Context: an optimization exercise on an open-source flow, tuned for a short achievable clock period and few clock cycles. The choices shown serve that exercise and are no tape-out recipe.
Function was checked by simulation only, so behaviour that the tests miss may differ from the original.
No activity file was given, so power comes from the tool's default toggle rates.

$ cat run.sh
#!/bin/bash
# synth_recipe.tcl (not shown) runs the flow's synth.tcl, then flattens the netlist and writes it again
# the make line also repeats each setting of config.mk as NAME=value (left out here)
make -C /OpenROAD-flow-scripts/flow DESIGN_CONFIG=/design/flow/config.mk WORK_HOME=/design/flow/orfs CLKGATE_MAP_FILE= SYNTH_SCRIPT=/design/flow/synth_recipe.tcl finish
$ cat config.mk
export PLATFORM = sky130hd
export DESIGN_NAME = dcache_nway
export DESIGN_NICKNAME = dcache_nway
export VERILOG_FILES = /design/flow/design.v
export SDC_FILE = /design/flow/constraint.sdc
export NUM_CORES = 4
export LEC_CHECK = 0
export CAP_MARGIN = 20
export CORE_MARGIN = 2
export CORE_UTILIZATION = 30
export SLEW_MARGIN = 20
$ cat constraint.sdc
create_clock -name core_clock -period 10.0 [get_ports {CLK}]
set_input_delay 2.0000 -clock core_clock [delete_from_list [all_inputs] [get_ports {CLK}]]
set_output_delay 2.0000 -clock core_clock [all_outputs]
set_load 0.01 [all_outputs]
$ cat design.v
module dcache_nway #(
  parameter int SETS  = 8,
  parameter int WAYS  = 2,
  parameter int WORDS = 2,
  parameter int CPUID = 0
) (
  input  logic        CLK,
  input  logic        RST,
  input  logic        dmemREN,
  input  logic        dmemWEN,
  input  logic [31:0] dmemaddr,
  input  logic [31:0] dmemstore,
  input  logic        halt,
  output logic [31:0] dmemload,
  output logic        dhit,
  output logic        flushed,
  output logic        dREN,
  output logic        dWEN,
  output logic [31:0] daddr,
  output logic [31:0] dstore,
  input  logic [31:0] dload,
  input  logic        dwait
);
  localparam int OB = $clog2(WORDS);
  localparam int IB = $clog2(SETS);
  localparam int AW = $clog2(WAYS);
  localparam int TW = 30 - OB - IB;
  localparam int OW = (OB == 0) ? 1 : OB;
  localparam int SW = IB + AW;
  typedef enum logic [2:0] {S_IDLE, S_WB, S_FILL, S_FLUSH, S_COUNT, S_DONE} state_t;
  state_t            r_state, w_next;
  logic [TW-1:0]     r_tag   [SETS][WAYS];
  logic              r_valid [SETS][WAYS];
  logic              r_dirty [SETS][WAYS];
  logic [AW-1:0]     r_age   [SETS][WAYS];
  logic [31:0]       r_data  [SETS][WAYS][WORDS];
  logic [OW-1:0]     r_wcnt;
  logic [AW-1:0]     r_vway;
  logic [IB-1:0]     r_midx;
  logic [TW-1:0]     r_mtag;
  logic [SW-1:0]     r_scan;
  logic [31:0]       r_hits;
  logic [IB-1:0]     w_idx, w_sidx;
  logic [TW-1:0]     w_tag;
  logic [OW-1:0]     w_woff, w_wnext;
  logic [AW-1:0]     w_hway, w_vway, w_sway;
  logic              w_hit, w_vfound, w_req, w_last, w_slast, w_sdirty;
  assign w_req    = dmemREN | dmemWEN;
  assign w_idx    = dmemaddr[2+OB +: IB];
  assign w_tag    = dmemaddr[31 -: TW];
  assign w_woff   = OW'((dmemaddr >> 2) & 32'(WORDS - 1));
  assign w_last   = (r_wcnt == OW'(WORDS - 1));
  assign w_wnext  = w_last ? '0 : r_wcnt + 1'b1;
  assign w_sidx   = r_scan[AW +: IB];
  assign w_sway   = r_scan[AW-1:0];
  assign w_slast  = (r_scan == SW'(SETS * WAYS - 1));
  assign w_sdirty = r_valid[w_sidx][w_sway] & r_dirty[w_sidx][w_sway];
  function automatic logic [31:0] baddr(input logic [TW-1:0] t, input logic [IB-1:0] i,
                                        input logic [OW-1:0] w);
    baddr = (32'({t, i}) << (2 + OB)) | (32'(w) << 2);
  endfunction
  always_comb begin
    w_hit    = 1'b0;
    w_hway   = '0;
    w_vfound = 1'b0;
    w_vway   = '0;
    for (int w = 0; w < WAYS; w++)
      if (r_valid[w_idx][w] && r_tag[w_idx][w] == w_tag) begin
        w_hit  = 1'b1;
        w_hway = AW'(w);
      end
    for (int w = 0; w < WAYS; w++)
      if (!w_vfound && !r_valid[w_idx][w]) begin
        w_vfound = 1'b1;
        w_vway   = AW'(w);
      end
    if (!w_vfound)
      for (int w = 0; w < WAYS; w++)
        if (r_age[w_idx][w] == AW'(WAYS - 1)) w_vway = AW'(w);
  end
  always_comb begin
    w_next   = r_state;
    dhit     = 1'b0;
    dmemload = '0;
    dREN     = 1'b0;
    dWEN     = 1'b0;
    daddr    = '0;
    dstore   = '0;
    flushed  = 1'b0;
    case (r_state)
      S_IDLE:
        if (halt) w_next = S_FLUSH;
        else if (w_req) begin
          if (w_hit) begin
            dhit     = 1'b1;
            dmemload = r_data[w_idx][w_hway][w_woff];
          end else
            w_next = (r_valid[w_idx][w_vway] && r_dirty[w_idx][w_vway]) ? S_WB : S_FILL;
        end
      S_WB: begin
        dWEN   = 1'b1;
        daddr  = baddr(r_tag[r_midx][r_vway], r_midx, r_wcnt);
        dstore = r_data[r_midx][r_vway][r_wcnt];
        if (!dwait && w_last) w_next = S_FILL;
      end
      S_FILL: begin
        dREN  = 1'b1;
        daddr = baddr(r_mtag, r_midx, r_wcnt);
        if (!dwait && w_last) w_next = S_IDLE;
      end
      S_FLUSH:
        if (w_sdirty) begin
          dWEN   = 1'b1;
          daddr  = baddr(r_tag[w_sidx][w_sway], w_sidx, r_wcnt);
          dstore = r_data[w_sidx][w_sway][r_wcnt];
          if (!dwait && w_last && w_slast) w_next = S_COUNT;
        end else if (w_slast) w_next = S_COUNT;
      S_COUNT: begin
        dWEN   = 1'b1;
        daddr  = 32'h3100 + 32'(4 * CPUID);
        dstore = r_hits;
        if (!dwait) w_next = S_DONE;
      end
      S_DONE:  flushed = 1'b1;
      default: w_next = S_IDLE;
    endcase
  end
  always_ff @(posedge CLK or posedge RST) begin
    if (RST) begin
      r_state <= S_IDLE;
      r_wcnt  <= '0;
      r_vway  <= '0;
      r_midx  <= '0;
      r_mtag  <= '0;
      r_scan  <= '0;
      r_hits  <= '0;
      for (int s = 0; s < SETS; s++)
        for (int w = 0; w < WAYS; w++) begin
          r_valid[s][w] <= 1'b0;
          r_dirty[s][w] <= 1'b0;
          r_age[s][w]   <= AW'(w);
        end
    end else begin
      r_state <= w_next;
      case (r_state)
        S_IDLE:
          if (halt) begin
            r_scan <= '0;
            r_wcnt <= '0;
          end else if (w_req) begin
            if (w_hit) begin
              r_hits <= r_hits + 32'd1;
              if (dmemWEN) r_dirty[w_idx][w_hway] <= 1'b1;
              for (int w = 0; w < WAYS; w++)
                if (AW'(w) == w_hway) r_age[w_idx][w] <= '0;
                else if (r_age[w_idx][w] < r_age[w_idx][w_hway])
                  r_age[w_idx][w] <= r_age[w_idx][w] + 1'b1;
            end else begin
              r_vway <= w_vway;
              r_midx <= w_idx;
              r_mtag <= w_tag;
              r_wcnt <= '0;
            end
          end
        S_WB:
          if (!dwait) begin
            r_wcnt <= w_wnext;
            if (w_last) r_dirty[r_midx][r_vway] <= 1'b0;
          end
        S_FILL:
          if (!dwait) begin
            r_wcnt <= w_wnext;
            if (w_last) begin
              r_valid[r_midx][r_vway] <= 1'b1;
              r_dirty[r_midx][r_vway] <= 1'b0;
            end
          end
        S_FLUSH:
          if (w_sdirty) begin
            if (!dwait) begin
              r_wcnt <= w_wnext;
              if (w_last) begin
                r_dirty[w_sidx][w_sway] <= 1'b0;
                r_scan <= r_scan + 1'b1;
              end
            end
          end else r_scan <= r_scan + 1'b1;
        default: ;
      endcase
    end
  end
  always_ff @(posedge CLK) begin
    if (r_state == S_IDLE && !halt && w_hit && dmemWEN)
      r_data[w_idx][w_hway][w_woff] <= dmemstore;
    else if (r_state == S_FILL && !dwait) begin
      r_data[r_midx][r_vway][r_wcnt] <= dload;
      if (w_last) r_tag[r_midx][r_vway] <= r_mtag;
    end
  end
endmodule
==> run_results.csv <==
group,metric,value,unit
outcome,result_of_the_run,"timing/DRC/antenna clean",
critical_path,setup.worst_path.start_class,"input port",
sta,min_period_over_period,97.8,%
logic_synthesis,synth_top_cells_by_area,"sky130_fd_sc_hd__edfxtp_1 (50%), sky130_fd_sc_hd__mux4_2 (27%), sky130_fd_sc_hd__mux2i_1 (3.4%)",
die,die_height,539,um
critical_path,criticalPathCategory,"input port to output port",
logic_synthesis,synth_edf_count,1440,
critical_path,required,8.00,ns
sta,worstMarginPinSlew,1.28,ns
power,clkPwrFrac,28.1,%
layout,final_cells,9170,
drt,drc_violations_left,0,
grt,grt_usage,22.1,%
critical_path,critPathMaxFanout,36,
critical_path,worst_path_most_repeated_cell,"sky130_fd_sc_hd__buf_4",
logic_synthesis,synth_largest_type_area_fraction,50.4,%
logic_synthesis,ys_types,84,
drt,drt-pass1-iter-count,7,
sta,timing.final.crit_period,9.78,ns
grt,vias_in_the_first_global_route,57400,
clock_network,cts_buffer_depth,4,
logic_synthesis,syn-cell-area,0.0857,mm^2
power,comb_power_share,33.8,%
flow_run,drv_cap,0,
critical_path,critPathMaxStageDelay,0.69,ns
critical_path,path_buf_inv,6,
drt,drt-total-wl,332000,um
drt,wl_per_cell,36.2,um
placed_design,dp_hpwl,191000,um
logic_synthesis,synth_top_area_cell,"sky130_fd_sc_hd__edfxtp_1",
sta,finalSetupViolations,0,
placed_design,gp_congestion,0.897,
critical_path,crit_path_end_kind,"output port",
power,p_sw,0.00731,W
logic_synthesis,synth_ff_type,"sky130_fd_sc_hd__edfxtp_1",
clock_network,cts.clk_slew.worst_paths,0.06,ns
logic_synthesis,gate_count_after_technology_mapping,5135,
sta,worst_clock_skew,0.0876,ns
die,io-pin-count,202,
layout,layout-drive-gt1-share,33.4,%
sta,relSlewSlack,14.7,%
layout,fin_util,34.6,%
clock_network,insertion_delay,0.89,ns
drt,top_signal_layer_used,"met5",
logic_synthesis,postSynth.asyncResetShare,7.57,%
sta,rsz_0062_raised_after_global_routing,"false",
logic_synthesis,synth-seq-area-share,53.9,%
placed_design,count_of_port_buffers_added_during_placement,197,
logic_synthesis,postSynthRegisterBits,1558,
die,die_ar,0.290,mm^2
critical_path,category_of_cells_accounting_for_the_largest_share_of_critical_path_delay,"buffers and inverters",
drt,wl_met3,46200,um
power,p_seq_share,38.1,%
logic_synthesis,synth_warnings,4,
clock_network,cts_buffers,173,
power,power.internal,0.0150,W
logic_synthesis,synthesis.area_per_instance,16.7,um^2
sta,postLayoutSetupSlackWorst,0.218,ns
drt,route.detailed.vias_per_inst,6.43,
sta,whs,0.494,ns
layout,num-nets-final,5379,
sta,max_freq,102,MHz
power,power_density,226,mW/mm^2
layout,n_fill_cell,26700,
die,placementRows,196,
drt,detailed_routing_wirelength_on_met1,121000,um
sta,maxSlewViolCount,0,
grt,grt-ovfl-total,0,
clock_network,clock-root-buffer,"sky130_fd_sc_hd__clkbuf_16",
layout,synthToLayoutAreaGrowth,15.1,%
power,leakage_power_figure,30.5,nW
grt,grt_first_pass_wirelength,456000,um
drt,drtIter0Drc,9456,
power,worst_supply_voltage_drop_on_vdd,0.258,mV
drt,ant_nets,0,
sta,hold_viol,0,
grt,grt_start_max_net_pins,148,
critical_path,crit_path_top_delay_cell,"sky130_fd_sc_hd__nor4_1",
die,design.core.area,0.285,mm^2
critical_path,crit_path_cell_trace,"buf_4, buf_12, and3b_1, a222oi_1, o21ai_0, xor2_1, nand4_1, or3_4, buf_4, buf_4, nor3_1, o21ai_0, nand4b_1, nor4_1, buf_4, clkdlybuf4s50_1",
die,die-width,539,um
worst_hold_path,worstHoldPathType,"register to register",
placed_design,dp.cells,8857,
clock_network,number_of_sinks_driven_by_the_clock_tree,1558,
clock_network,cts_tree,"yes",
die,floorplan.initialDensity,30.1,%
drt,met2_length,145000,um
clock_network,cts_htree_levels,4,
drt,number_of_vias_in_the_routed_layout,59000,
power,power_switching_share,32.8,%
sta,final.setup.tns,0,ns
critical_path,timing.critical_path.arrival,7.78,ns
placed_design,place_worst_setup_slack,-0.0924,ns
grt,antenna_found_initial,28,
## synth_stat cells (all sizes together) (37+ instances only)
cell type / n
edfxtp: 1440
mux4: 1036
nand2: 306
mux2i: 292
clkbuf: 274
buf: 191
mux2: 154
nor2: 140
o21ai: 126
dfrtp: 110
o22ai: 109
a21oi: 104
nand3: 86
nor3: 70
a32oi: 50
a31oi: 45
xor2: 41
nor2b: 39
o211ai: 39
a22oi: 38
nand4: 37
## path summary, 6_finish.rpt
kind	start	endpoint	slack [ns]	depth (start not counted)
max	dmemaddr[4]	dmemload[21]	0.22	16
min	r_hits[22]	r_hits[22]	0.49	1
max reg2reg	r_valid[15]	r_data[16][17]	4.38	16
min reg2reg	r_hits[22]	r_hits[22]	0.49	1
max in group asynchronous	RST	r_midx[1]	7.06	3
min in group asynchronous	RST	r_mtag[7]	1.64	2
## cells in the final DEF, fill, tap and decap left out, types with 49 or more instances in the layout
cell type,n
sky130_fd_sc_hd__a21oi_1,102
sky130_fd_sc_hd__a32oi_1,49
sky130_fd_sc_hd__buf_4,191
sky130_fd_sc_hd__clkbuf_16,178
sky130_fd_sc_hd__clkdlybuf4s50_1,191
sky130_fd_sc_hd__dfrtp_1,101
sky130_fd_sc_hd__edfxtp_1,1440
sky130_fd_sc_hd__mux2_2,150
sky130_fd_sc_hd__mux2i_1,292
sky130_fd_sc_hd__mux4_2,1036
sky130_fd_sc_hd__nand2_1,289
sky130_fd_sc_hd__nand3_1,84
sky130_fd_sc_hd__nor2_1,87
sky130_fd_sc_hd__nor2_4,52
sky130_fd_sc_hd__nor3_1,67
sky130_fd_sc_hd__o21ai_0,124
sky130_fd_sc_hd__o22ai_1,109
## power by group through the flow
stage	Sequential, W	Clock [W]	Combinational [W]
floorplan	0.00826	0	0.00530
global placement	0.00859	0	0.00739
detailed placement	0.00863	0	0.00745
CTS	0.00849	0.00631	0.00746
global route	0.00854	0.00656	0.00788
finish	0.00850	0.00627	0.00755
## worst register-to-register path, stage by stage, from the launching register on
cell and delay, ns:
sky130_fd_sc_hd__dfrtp_1 0.39, sky130_fd_sc_hd__mux2i_1 0.14, sky130_fd_sc_hd__o22ai_1 0.12, sky130_fd_sc_hd__a221oi_1 0.95, sky130_fd_sc_hd__nand2b_1 0.21, sky130_fd_sc_hd__nor4_1 0.07
sky130_fd_sc_hd__nand4_1 0.17, sky130_fd_sc_hd__buf_12 0.15, sky130_fd_sc_hd__nor2_4 0.06, sky130_fd_sc_hd__buf_12 0.23, sky130_fd_sc_hd__buf_4 0.34, sky130_fd_sc_hd__nor4_1 0.20
sky130_fd_sc_hd__buf_4 0.24, sky130_fd_sc_hd__a32oi_2 0.19, sky130_fd_sc_hd__buf_6 0.28, sky130_fd_sc_hd__nor2_4 0.84, sky130_fd_sc_hd__buf_4 0.63
## registers in the layout, summed over array words and instances, names as in the netlist
register	cells
r_midx	3
r_scan	4
r_data	1024
r_tag	416
r_hits	32
r_valid	16
r_state	3
r_vway	1
r_age	16
r_wcnt	1
r_dirty	16
r_mtag	26
## cells by family after synthesis
logic type	synth area share, %
DFF	53.9
muxes	32.7
other	0.00438
adders and majority gates	0.0730
buffers and inverters	2.42
xor gates and xnor gates	0.755
and+or+nand+nor	4.76
AOI/OAI and AO/OA	5.42
## layout make-up
| type | instances | area, um^2 | share of cell area (%) |
|---|---|---|---|
| multi-input cells | 3083 | 38000 | 38.6 |
| diodes | 10 | 25.0 | 0.0254 |
| flip-flops and latches | 1558 | 46200 | 46.9 |
| clock buffers | 225 | 4660 | 4.73 |
| clock inverters | 76 | 667 | 0.676 |
| repair buffers | 426 | 4180 | 4.24 |
| well taps | 3762 | 4710 | 4.77 |
| inverters | 30 | 124 | 0.126 |
## stage by stage
step                      power (W)  instance area (um^2)
final                        0.0223                 98600
after global routing         0.0230                 98600
after CTS                    0.0223                 98500
after detailed placement     0.0161                 93200
after global placement       0.0160                 93100
after floorplan              0.0136                 85700
## what timing repair did
action / in CTS / in global routing
pin swaps: 0 / 1
setup buffers: 0 / 1
setup endpoints to repair: 4 / 8
gates resized for setup: 4 / 2
hold buffers: 0 / 0
## per-layer routing
layer / up-vias / global-route usage, %
li1: 22100 / -
met1: 30900 / 29.3
met2: 4891 / 32.9
met3: 1010 / 6.72
met4: 26 / 11.0
met5: - / 0
Testbench counts, summed over its fixed seeds: cycles 32,302.

## separate check: timing with driven ports
The flow's constraints put no driver on any port. The routed layout listed below was extracted and timed again, unchanged, in two steps.
Step 1 assumes that a clkbuf_16 drives the clock port and a buf_2 every other input.
Step 2 also shifts input and output timing later by t, the mid clock arrival at the registers, as if the neighbouring blocks saw the same clock.
Slacks: ideal ports / drivers / drivers and shift; pairs: ideal ports / drivers.
t (ns): 0.937
slack for setup (ns): 0.218 / 0.181 / 0.181
worst register clock-pin slew, ns: 0.07 / 0.07
worst slew at a driven data input, ns: 0.18
After both steps setup and hold are still met in this run. For this run, drivers alone change the setup slack by -0.037 ns; drivers and shift together by -0.037 ns.
